Background: an optimization exercise with open tools, aiming at small area, a short achievable clock period and few clock cycles per item. Do not read the settings as production practice.
No functional check of the RTL was part of any run shown here.
Power is estimated from default activity; no workload was simulated.

### flow/constraint.sdc
create_clock -name core_clock -period 5.5 [get_ports {clock}]
set_input_delay 1.1000 -clock core_clock [delete_from_list [all_inputs] [get_ports {clock}]]
set_output_delay 1.1000 -clock core_clock [all_outputs]
set_load 0.01 [all_outputs]
### flow/run.sh
#!/bin/bash
# synth_recipe.tcl (not shown) runs the flow's synth.tcl, then flattens the netlist and writes it again
# the make line also repeats each setting of config.mk as NAME=value (left out here)
make -C /OpenROAD-flow-scripts/flow DESIGN_CONFIG=/design/flow/config.mk WORK_HOME=/design/flow/orfs CLKGATE_MAP_FILE= SYNTH_SCRIPT=/design/flow/synth_recipe.tcl finish
### flow/design.v
`default_nettype none
package spq_pkg;
   localparam int CAPACITY  = 16;
   localparam int TAG_WIDTH = 16;
   localparam int TAG_IN_W    = 16;
   localparam int PRIO_W      = 32;
   localparam int STATUS_W    = 2;
   localparam int COUNT_OUT_W = 5;
   localparam int STORED_TAG_W = (TAG_WIDTH < TAG_IN_W) ? TAG_WIDTH : TAG_IN_W;
   localparam int ADDR_W = $clog2(CAPACITY);
   localparam int CNT_W  = $clog2(CAPACITY + 1);
   localparam logic [CNT_W-1:0] CAP_CNT = CNT_W'(CAPACITY);
   localparam logic ACT_ENQ = 1'b0;
   localparam logic ACT_DEQ = 1'b1;
   localparam logic [STATUS_W-1:0] STATUS_OK    = 2'd0;
   localparam logic [STATUS_W-1:0] STATUS_EMPTY = 2'd1;
   localparam logic [STATUS_W-1:0] STATUS_FULL  = 2'd2;
endpackage
`default_nettype wire
`default_nettype none
import spq_pkg::*;
module sorted_priority_queue_unit (
   input  wire logic                   clock,
   input  wire logic                   reset,
   input  wire logic                   req_valid,
   output wire logic                   req_ready,
   input  wire logic                   req_action,
   input  wire logic [15:0]            req_item_tag,
   input  wire logic [31:0]            req_priority,
   output wire logic                   rsp_valid,
   input  wire logic                   rsp_ready,
   output wire logic [15:0]            rsp_out_tag,
   output wire logic [31:0]            rsp_out_priority,
   output wire logic                   rsp_out_valid,
   output wire logic [1:0]             rsp_status,
   output wire logic [4:0]             rsp_entry_count
);
   localparam int N = CAPACITY;
   logic                    a_valid;
   logic                    a_act;
   logic [STORED_TAG_W-1:0] a_tag;
   logic [PRIO_W-1:0]       a_prio;
   logic                    b_valid;
   logic                    b_enq_ok;
   logic                    b_deq_ok;
   logic [STATUS_W-1:0]     b_status;
   logic [STORED_TAG_W-1:0] b_tag;
   logic [PRIO_W-1:0]       b_prio;
   logic [N-1:0]            b_hold, b_new, b_left, b_right;
   logic                    o_valid;
   logic [TAG_IN_W-1:0]     o_tag;
   logic [PRIO_W-1:0]       o_prio;
   logic                    o_found;
   logic [STATUS_W-1:0]     o_status;
   logic [COUNT_OUT_W-1:0]  o_count;
   logic                    y_valid;
   logic [TAG_IN_W-1:0]     y_tag;
   logic [PRIO_W-1:0]       y_prio;
   logic                    y_found;
   logic [STATUS_W-1:0]     y_status;
   logic [COUNT_OUT_W-1:0]  y_count;
   logic [PRIO_W-1:0]       s_prio [N];
   logic [STORED_TAG_W-1:0] s_tag  [N];
   logic [N-1:0]            s_v;
   logic [CNT_W-1:0]        count;
   logic apply, move, take, o_free;
   logic [N-1:0] sel_hold, sel_new, sel_left, sel_right;
   logic [N-1:0] cmp, ge, v_nx;
   logic cmp_x, a_enq_ok, a_deq_ok;
   logic [N-1:0] a_hold, a_new, a_left, a_right;
   logic [STATUS_W-1:0] a_status;
   logic [CNT_W-1:0] count_nx;
   logic [TAG_IN_W-1:0]     r_tag;
   logic [PRIO_W-1:0]       r_prio;
   assign apply     = b_valid && !y_valid;
   assign move      = a_valid && (!b_valid || !y_valid);
   assign req_ready = !a_valid || !b_valid || !y_valid;
   assign take      = req_valid && req_ready;
   assign o_free    = !o_valid || rsp_ready;
   assign sel_hold  = apply ? b_hold  : '1;
   assign sel_new   = apply ? b_new   : '0;
   assign sel_left  = apply ? b_left  : '0;
   assign sel_right = apply ? b_right : '0;
   always_comb begin
      for (int i = 0; i < N; i++) begin
         cmp[i] = s_v[i] && (s_prio[i] >= a_prio);
      end
      cmp_x = b_prio >= a_prio;
      for (int i = 0; i < N; i++) begin
         ge[i] = (sel_hold[i] && cmp[i])
               || (sel_new[i] && cmp_x)
               || (sel_left[i] && i > 0 && cmp[(i + N - 1) % N])
               || (sel_right[i] && i < N - 1 && cmp[(i + 1) % N]);
         v_nx[i] = (sel_hold[i] && s_v[i])
                 || sel_new[i]
                 || (sel_left[i] && i > 0 && s_v[(i + N - 1) % N])
                 || (sel_right[i] && i < N - 1 && s_v[(i + 1) % N]);
      end
      a_enq_ok = a_act == ACT_ENQ && !v_nx[N-1];
      a_deq_ok = a_act == ACT_DEQ && v_nx[0];
      a_status = (a_act == ACT_ENQ && v_nx[N-1]) ? STATUS_FULL :
                 ((a_act == ACT_DEQ && !v_nx[0]) ? STATUS_EMPTY : STATUS_OK);
      for (int i = 0; i < N; i++) begin
         a_right[i] = a_deq_ok;
         a_new[i]   = a_enq_ok && !ge[i] && (i == 0 || ge[(i + N - 1) % N]);
         a_left[i]  = a_enq_ok && !ge[i] && (i != 0 && !ge[(i + N - 1) % N]);
         a_hold[i]  = !(a_right[i] || a_new[i] || a_left[i]);
      end
      count_nx = b_enq_ok ? count + CNT_W'(1) : (b_deq_ok ? count - CNT_W'(1) : count);
      r_tag    = b_deq_ok ? TAG_IN_W'(s_tag[0]) : '0;
      r_prio   = b_deq_ok ? s_prio[0] : '0;
   end
   always_ff @(posedge clock) begin
      for (int i = 0; i < N; i++) begin
         s_prio[i] <= ({PRIO_W{sel_hold[i]}} & s_prio[i])
                    | ({PRIO_W{sel_new[i]}}  & b_prio)
                    | ({PRIO_W{sel_left[i]}} & s_prio[(i + N - 1) % N])
                    | ({PRIO_W{sel_right[i] && i < N - 1}} & s_prio[(i + 1) % N]);
         s_tag[i]  <= ({STORED_TAG_W{sel_hold[i]}} & s_tag[i])
                    | ({STORED_TAG_W{sel_new[i]}}  & b_tag)
                    | ({STORED_TAG_W{sel_left[i]}} & s_tag[(i + N - 1) % N])
                    | ({STORED_TAG_W{sel_right[i] && i < N - 1}} & s_tag[(i + 1) % N]);
      end
   end
   always_ff @(posedge clock) begin
      if (reset) begin
         a_valid <= 1'b0;
         b_valid <= 1'b0;
         o_valid <= 1'b0;
         y_valid <= 1'b0;
         s_v     <= '0;
         count   <= '0;
      end else begin
         if (take) a_valid <= 1'b1;
         else if (move) a_valid <= 1'b0;
         if (move) b_valid <= 1'b1;
         else if (apply) b_valid <= 1'b0;
         if (y_valid) begin
            if (o_free) y_valid <= 1'b0;
         end else if (apply && !o_free) begin
            y_valid <= 1'b1;
         end
         if (y_valid || apply) begin
            if (o_free) o_valid <= 1'b1;
         end else if (rsp_ready) begin
            o_valid <= 1'b0;
         end
         s_v <= v_nx;
         if (apply) count <= count_nx;
      end
      if (take) begin
         a_act  <= req_action;
         a_tag  <= req_item_tag[STORED_TAG_W-1:0];
         a_prio <= req_priority;
      end
      if (move) begin
         b_enq_ok <= a_enq_ok;
         b_deq_ok <= a_deq_ok;
         b_status <= a_status;
         b_tag    <= a_tag;
         b_prio   <= a_prio;
         b_hold   <= a_hold;
         b_new    <= a_new;
         b_left   <= a_left;
         b_right  <= a_right;
      end
      if (y_valid) begin
         if (o_free) begin
            o_tag    <= y_tag;
            o_prio   <= y_prio;
            o_found  <= y_found;
            o_status <= y_status;
            o_count  <= y_count;
         end
      end else if (apply) begin
         if (o_free) begin
            o_tag    <= r_tag;
            o_prio   <= r_prio;
            o_found  <= b_deq_ok;
            o_status <= b_status;
            o_count  <= COUNT_OUT_W'(count_nx);
         end else begin
            y_tag    <= r_tag;
            y_prio   <= r_prio;
            y_found  <= b_deq_ok;
            y_status <= b_status;
            y_count  <= COUNT_OUT_W'(count_nx);
         end
      end
   end
   assign rsp_valid        = o_valid;
   assign rsp_out_tag      = o_tag;
   assign rsp_out_priority = o_prio;
   assign rsp_out_valid    = o_found;
   assign rsp_status       = o_status;
   assign rsp_entry_count  = o_count;
endmodule
`default_nettype wire
### flow/config.mk
export PLATFORM = sky130hd
export DESIGN_NAME = sorted_priority_queue_unit
export DESIGN_NICKNAME = sorted_priority_queue_unit
export VERILOG_FILES = /design/flow/design.v
export SDC_FILE = /design/flow/constraint.sdc
export NUM_CORES = 4
export LEC_CHECK = 0
export ABC_CLOCK_PERIOD_IN_PS = 2300
export CAP_MARGIN = 20
export CORE_MARGIN = 2
export CORE_UTILIZATION = 40
export SETUP_SLACK_MARGIN = 3.2
export SLEW_MARGIN = 20
==> results of run 1 <==
## critical path, cell delays in order, from the launching register on
cell and delay (ns):
edfxtp_1 0.40, clkinvlp_4 0.23, buf_6 0.20, ha_1 0.28, a2111o_1 0.49, a32oi_4 0.42
a211oi_2 0.13, a221oi_2 0.19, nand4_1 0.21, nor2_2 0.19, nor2_1 0.07
## cells in the mapped netlist, types with 21 or more instances
| master | number |
|---|---|
| a21oi_1 | 234 |
| a222oi_1 | 96 |
| a22oi_1 | 1357 |
| a31oi_1 | 27 |
| and2_1 | 87 |
| buf_1 | 34 |
| buf_2 | 79 |
| clkbuf_1 | 358 |
| dfxtp_1 | 793 |
| edfxtp_1 | 260 |
| ha_1 | 546 |
| inv_1 | 166 |
| mux2_2 | 56 |
| nand2_1 | 856 |
| nand2b_1 | 31 |
| nand3_1 | 57 |
| nand4_1 | 72 |
| nor2_1 | 106 |
| nor3_1 | 26 |
| o211ai_1 | 21 |
| o21ai_0 | 113 |
## sequential cells by signal (all words and copies together) (netlist names), 2 cells and up
signal	cells
a_prio	32
b_prio	32
b_tag	16
b_status	2
b_new	16
y_status	2
o_prio	32
s_prio	512
y_prio	32
b_left	15
o_status	2
s_v	16
o_tag	16
y_tag	16
a_tag	16
b_hold	16
y_count	5
s_tag	256
o_count	5
count	5
## metal layers
| metal | track usage (%) | vias to the layer above | share of wire [%] |
|---|---|---|---|
| met1 | 39.2 | 24374 | 38 |
| met4 | 15.4 | 2 | 6.1 |
| li1 | - | 21810 | - |
| met3 | 7.02 | 650 | 12 |
| met5 | 0 | - | 0.0040 |
| met2 | 46.8 | 3220 | 43 |
## through the flow
step           hold WS, ns  util [%]  cells  setup slack, ns  total power, mW
2_1_floorplan        0.400         -   5606             2.77             16.0
3_3_place_gp         0.402      42.4   7093            0.863             18.2
3_5_place_dp         0.405      42.4   7093             1.56             18.4
4_1_cts              0.417      48.1   7556             2.47             27.0
5_1_grt              0.422      48.8   7601             2.31             28.8
6_report             0.419      48.8   7603             2.44             27.4
## logic make-up after synthesis
kind of cell / after synthesis
adder cells (fa/ha/maj): 546
buffers and inverters: 644
AO/OA/AOI/OAI: 1980
AND/OR/NAND/NOR: 1321
XOR/XNOR: 6
multiplexers: 56
flip-flops: 1053
## final timing paths
check	depth (start not counted)	startpoint	slack [ns]	endpoint
setup / recovery	10	a_prio[1]$_DFFE_PP_	2.44	b_hold[6]$_DFFE_PP_
hold / removal	0	a_tag[4]$_DFFE_PP_	0.42	b_tag[4]$_DFFE_PP_
setup reg to reg	10	a_prio[1]$_DFFE_PP_	2.44	b_hold[6]$_DFFE_PP_
hold reg to reg	0	a_tag[4]$_DFFE_PP_	0.42	b_tag[4]$_DFFE_PP_
## cell type report
class                      instances  area [µm²]
inverter                         166         743
fill                           12141       68400
multi-input combinational       3945       30400
clock inverter                    64         607
timing repair buffer             452        4380
tap                             1768        2210
antenna                            2        5.00
clock buffer                     153        3190
sequential                      1053       23700
## power by group through the flow
stage | Clock (mW) | Sequential, mW | Combinational, mW
6_report | 7.92 | 12.4 | 7.10
5_1_grt | 8.31 | 12.6 | 7.90
4_1_cts | 7.99 | 12.2 | 6.79
3_5_place_dp | 0 | 12.4 | 6.06
3_3_place_gp | 0 | 12.3 | 5.84
2_1_floorplan | 0 | 11.5 | 4.48
## repair_timing
action                                  4_1_cts  5_1_grt
buffers inserted                            219       28
resized for setup                           616      124
endpoints found under the setup margin     1046      650
pin swaps                                   141       64
cloned                                       27       17
==> flow_metrics.tcl, run 1 <==
set metrics [dict create \
    drtIter0Drc 7365 \
    grt_usage_pct 30.2 \
    clock_power_share_pct 28.9 \
    num_io_pins 111 \
    fmax_mhz 327 \
    finalInstanceArea_um2 65200 \
    synth_cells 5606 \
    pwr-share-seq_pct 45.3 \
    ys_ff_latch 1053 \
    p_sw_mw 9.69 \
    final_nets 6332 \
    synth_top_area_share_pct 29.4 \
    status "complete, no violations" \
    vias_per_cell 6.58 \
    die_x_um 371 \
    seq_area_frac_synth_pct 43.9 \
    clk_latency_ns 0.74 \
    antenna_found_initial 17 \
    grt_max_degree 103 \
    slew_headroom_pct 38.3 \
    synthTopCellsByArea "dfxtp_1, a22oi_1, edfxtp_1, ha_1, nand2_1" \
    slew_viol_final 0 \
    start_util_pct 40.4 \
    synth_compound_area_share_pct 26.6 \
    min_period_ns 3.06 \
    clkTransAtPathRegs_ns 0.06 \
    layout_common_cells "a22oi_1, nand2_1, dfxtp_1, ha_1, edfxtp_1" \
    ant_nets 0 \
    powerDensity_nw_per_um2 421 \
    hpwl_um 128000 \
    drive_above_1_share_pct 17.6 \
    drcViolationCount 0 \
    die_height_um 371 \
    vias 50056 \
    setup_viol 0 \
    rsz0062_at_grt "yes" \
    syn_nets 6205 \
    drt_pass1_iterations 9 \
    grt_first_pass_wirelength_um 312000 \
    wl_per_cell_um 29.5 \
    io_buffers 110 \
    worst_pin_slew_ns 0.925 \
    worstPathMaxFanout 6 \
    cts_hold_buf 0 \
    syn_area_per_cell_um2 9.63 \
    drv_cap 0 \
    syn_to_final_growth_pct 20.8 \
    synthMuxAreaShare_pct 1.17 \
    yosysTopAreaCell "dfxtp_1" \
    synth_edf_count 260 \
    worstPathArrival_ns 3.54 \
    synth.distinct_cells 81 \
    placed_cell_area_um2 56600 \
    cts_tree "done" \
    fp.dieArea_um2 138000 \
    finalClockSkew_ns 0.0386 \
    clockBufferDepth 3 \
    switching_share_pct 35.3 \
    syn_area_um2 54000 \
    p_int_mw 17.8 \
    fin_tns_setup_ns 0 \
    synthArstFlopShare_pct 0 \
    drt_wl_total_um 224000 \
    finalCritPeriodShare_pct 55.7 \
    ir_drop_uv 285 \
    synth-simple-area-share_pct 10.9 \
    cts_buffers 115 \
    core-area_um2 134000 \
    root_buffer "clkbuf_16" \
    rows 134 \
    critPathKind "reg -> reg" \
    grt_pass1_vias 46285 \
    synth-xor-area-share_pct 0.0973 \
    end_kind "flop" \
    yosysWarnings 3 \
    comb_power_share_pct 25.9 \
    startpoint_type "flop" \
    final_common_cell "a22oi_1" \
    synth_fa_ha_area_share_pct 12.7 \
    cts.sinks 1053 \
    holdCritPathClass "reg -> reg" \
    synth_top_family_by_area "compound AO/OA/AOI/OAI gates" \
    gp_congestion 0.959 \
    required_ns 5.97 \
    overflow 0 \
    ys.flop_type "dfxtp_1" \
    h-tree-depth 3 \
    total_leakage_power_nw 26.8 \
    final_hold_viol_count 0 \
]
==> run 2, diff against run 1 <==
--- a/flow/config.mk
+++ b/flow/config.mk
@@ -5,9 +5,7 @@
 export SDC_FILE = /design/flow/constraint.sdc
 export NUM_CORES = 4
 export LEC_CHECK = 0
-export ABC_CLOCK_PERIOD_IN_PS = 2300
 export CAP_MARGIN = 20
 export CORE_MARGIN = 2
 export CORE_UTILIZATION = 40
-export SETUP_SLACK_MARGIN = 3.2
 export SLEW_MARGIN = 20
==> run 2 against run 1 <==
Compared with the run above: critical path depth unchanged; largest power group unchanged; first-iteration DRC count down 12%; die area unchanged; critical endpoint is now b_left[3]$_DFFE_PP_; maximum frequency fell by 25%; power down 4.1%; still clean; highest routed layer is now met4; largest cell class unchanged; via count down 5.7%.
==> flow_metrics.tcl, run 2 <==
set metrics [dict create \
    status "complete, no violations" \
    r2r_slack_ns 1.43 \
    finalClockSkew_ns 0.0316 \
    synthMuxAreaShare_pct 1.17 \
    cts_buffers 112 \
    drcViolationCount 0 \
    ant_nets 0 \
    vias 47204 \
    required_ns 6.00 \
    setup_viol 0 \
    syn_area_per_cell_um2 9.63 \
    synth_compound_area_share_pct 26.6 \
    grt_pass1_vias 44469 \
    start_util_pct 40.4 \
    syn_area_um2 54000 \
    yosysMostFrequentCell "a22oi_1" \
    critPathKind "reg -> reg" \
    ys.flop_type "dfxtp_1" \
    grt_first_pass_wirelength_um 292000 \
    num_io_pins 111 \
    worst_pin_slew_ns 1.19 \
    clk_latency_ns 0.75 \
    synth-xor-area-share_pct 0.0973 \
    top_register "s_prio" \
    cts.sinks 1053 \
    vias_per_cell 6.45 \
    final_hold_viol_count 0 \
    yosysWarnings 3 \
    drt_pass1_iterations 9 \
    r2r-start "a_prio[25]$_DFFE_PP_" \
    rr_endpoint "b_left[3]$_DFFE_PP_" \
    core-area_um2 134000 \
    seq_area_frac_synth_pct 43.9 \
    whs_ns 0.419 \
    grt_usage_pct 27.9 \
    wl_per_cell_um 27.0 \
    fp.dieArea_um2 138000 \
    ff2ff_path_depth 10 \
    powerDensity_nw_per_um2 439 \
    final_common_cell "a22oi_1" \
    layout_common_cells "a22oi_1, nand2_1, dfxtp_1, ha_1, edfxtp_1" \
    synth_top_family_by_area "compound AO/OA/AOI/OAI gates" \
    antenna_found_initial 2 \
    top_regs "s_prio x512, s_tag x256" \
    multi_input_area_um2 27900 \
    drt_wl_total_um 198000 \
    root_buffer "clkbuf_16" \
    drive_above_1_share_pct 7.02 \
    register_area_um2 23700 \
    syn_nets 6205 \
    cts_resized 0 \
    hpwl_um 126000 \
    holdCritPathClass "reg -> reg" \
    clockBufferDepth 3 \
    ys_ff_latch 1053 \
    worstPathArrival_ns 4.58 \
    end_kind "flop" \
    clkTransAtPathRegs_ns 0.06 \
    die_height_um 371 \
    synth_edf_count 260 \
    synth_fa_ha_area_share_pct 12.7 \
    yosysTopAreaCell "dfxtp_1" \
    final_nets 6044 \
    gp_congestion 0.928 \
    worstPathMaxFanout 17 \
    grt_max_degree 209 \
    min_path_cells 0 \
    synthArstFlopShare_pct 0 \
    largest_register_ffs 512 \
    synth-simple-area-share_pct 10.9 \
    total_leakage_power_nw 24.8 \
    startpoint_type "flop" \
    finalCritPeriodShare_pct 74.0 \
    die_x_um 371 \
    fmax_mhz 246 \
    io_buffers 110 \
    slew_headroom_pct 20.2 \
    num-fill-cells 12563 \
    overflow 0 \
    syn_to_final_growth_pct 11.1 \
    slew_viol_final 0 \
    cts_tree "done" \
    rsz0062_at_grt "no" \
    h-tree-depth 3 \
    worstHoldStart "a_tag[9]$_DFFE_PP_" \
    ir_drop_uv 238 \
    drtIter0Drc 6480 \
    synth.distinct_cells 81 \
    cts_setup_buffers 0 \
    synthTopCellsByCount "a22oi_1, nand2_1, dfxtp_1, ha_1, clkbuf_1" \
    synthTopCellsByArea "dfxtp_1, a22oi_1, edfxtp_1, ha_1, nand2_1" \
    rows 134 \
    synth_top_area_share_pct 29.4 \
    cts_hold_buf 0 \
    fin_tns_setup_ns 0 \
    min_period_ns 4.07 \
    drv_cap 0 \
    synth_cells 5606 \
    min_to "b_tag[9]$_DFFE_PP_" \
]
==> run 2: cell counts after synthesis <==
No cell type changed its count.
==> run 2: cell type report <==
type | instances | share of cell area [%]
Antenna cell | 4 | 0.0167
Timing Repair Buffer | 203 | 3.08
Tap cell | 1768 | 3.69
Clock buffer | 158 | 5.27
Sequential cell | 1053 | 39.5
Clock inverter | 52 | 0.933
Multi-Input combinational cell | 3909 | 46.5
Inverter | 166 | 1.04
==> run 2: critical path, stage by stage, from the launching register on <==
cell and delay (ns):
edfxtp_1 0.40, inv_1 0.56, ha_1 0.28, nand4_1 0.19, nor4_1 0.61, nand2_1 0.37, a31oi_1 0.69, o211ai_1 0.16
and4_1 0.25, and2_1 0.18, and2_1 0.13
==> run 2: how the worst max path moves through the flow <==
| stage | from | end | slack, ns | cells after the start |
|---|---|---|---|---|
| global route | a_prio[15]$_DFFE_PP_ | b_new[1]$_DFFE_PP_ | 1.33 | 11 |
| global placement | a_prio[0]$_DFFE_PP_ | b_hold[9]$_DFFE_PP_ | 1.22 | 8 |
| detailed placement | a_prio[25]$_DFFE_PP_ | b_left[3]$_DFFE_PP_ | 1.51 | 10 |
| floorplan | rsp_ready | y_count[0]$_DFFE_PP_ | 1.40 | 2 |
| CTS | a_prio[25]$_DFFE_PP_ | b_left[3]$_DFFE_PP_ | 1.50 | 10 |
| finish | a_prio[25]$_DFFE_PP_ | b_left[3]$_DFFE_PP_ | 1.43 | 10 |
==> run 2: logic make-up (layout without fill, tap and decap cells) <==
group / after synthesis / count (layout)
AO/OA/AOI/OAI: 1980 / 1980
XOR/XNOR: 6 / 6
adder cells (fa/ha/maj): 546 / 546
buffers and inverters: 644 / 579
flip-flops: 1053 / 1053
multiplexers: 56 / 56
other: 0 / 4
AND/OR/NAND/NOR: 1321 / 1321
==> run 2: power breakdown <==
group / total [mW] / internal, mW / switching (mW)
clock: 7.84 / 4.51 / 3.33
sequential: 12.4 / 10.0 / 2.42
combinational: 6.05 / 2.76 / 3.29
==> run 2: metal layers <==
layer / share of wire [%] / GRT usage (%) / wire length [µm]
met3: 9.9 / 5.71 / 19700
met4: 4.8 / 13.7 / 9430
met1: 41 / 37.4 / 81800
met2: 44 / 42.5 / 86700
met5: 0 / 0 / 0
==> run 2: metrics by stage <==
stage	total power, mW	worst slack (ns)	utilization (%)	std cells	cell area, µm²
after floorplan	15.9	1.40	-	5606	54000
after global placement	18.1	1.22	42.1	7099	56200
after detailed placement	18.4	1.51	42.1	7099	56200
after CTS	26.2	1.50	44.9	7309	59900
after global routing	27.7	1.33	44.9	7309	59900
final	26.3	1.43	44.9	7313	60000

## port drivers added, routing unchanged
The results above use ideal ports. As a check the final layouts listed here were re-extracted and re-timed, cells and wires unchanged. Step 1, drivers: a clkbuf_16 drives clock and a buf_2 each remaining input, both assumed. Step 2 times the ports against the registers' clock, not the clock port: input delays grow and output delays shrink by t, the midpoint of the rising clock arrivals with the driver on. Slacks: no drivers / after step 1 / after step 2; pairs: no drivers / after step 1.
run	shift t [ns]	slack for setup (ns)	latest minus earliest clock arrival (ns)	worst data-port slew with drivers (ns)
run 1	0.806	2.437 / 2.437 / 2.437	0.039 / 0.038	0.08
run 2	0.810	1.429 / 1.429 / 1.429	0.032 / 0.032	0.07
After both steps every run listed still meets setup and hold.
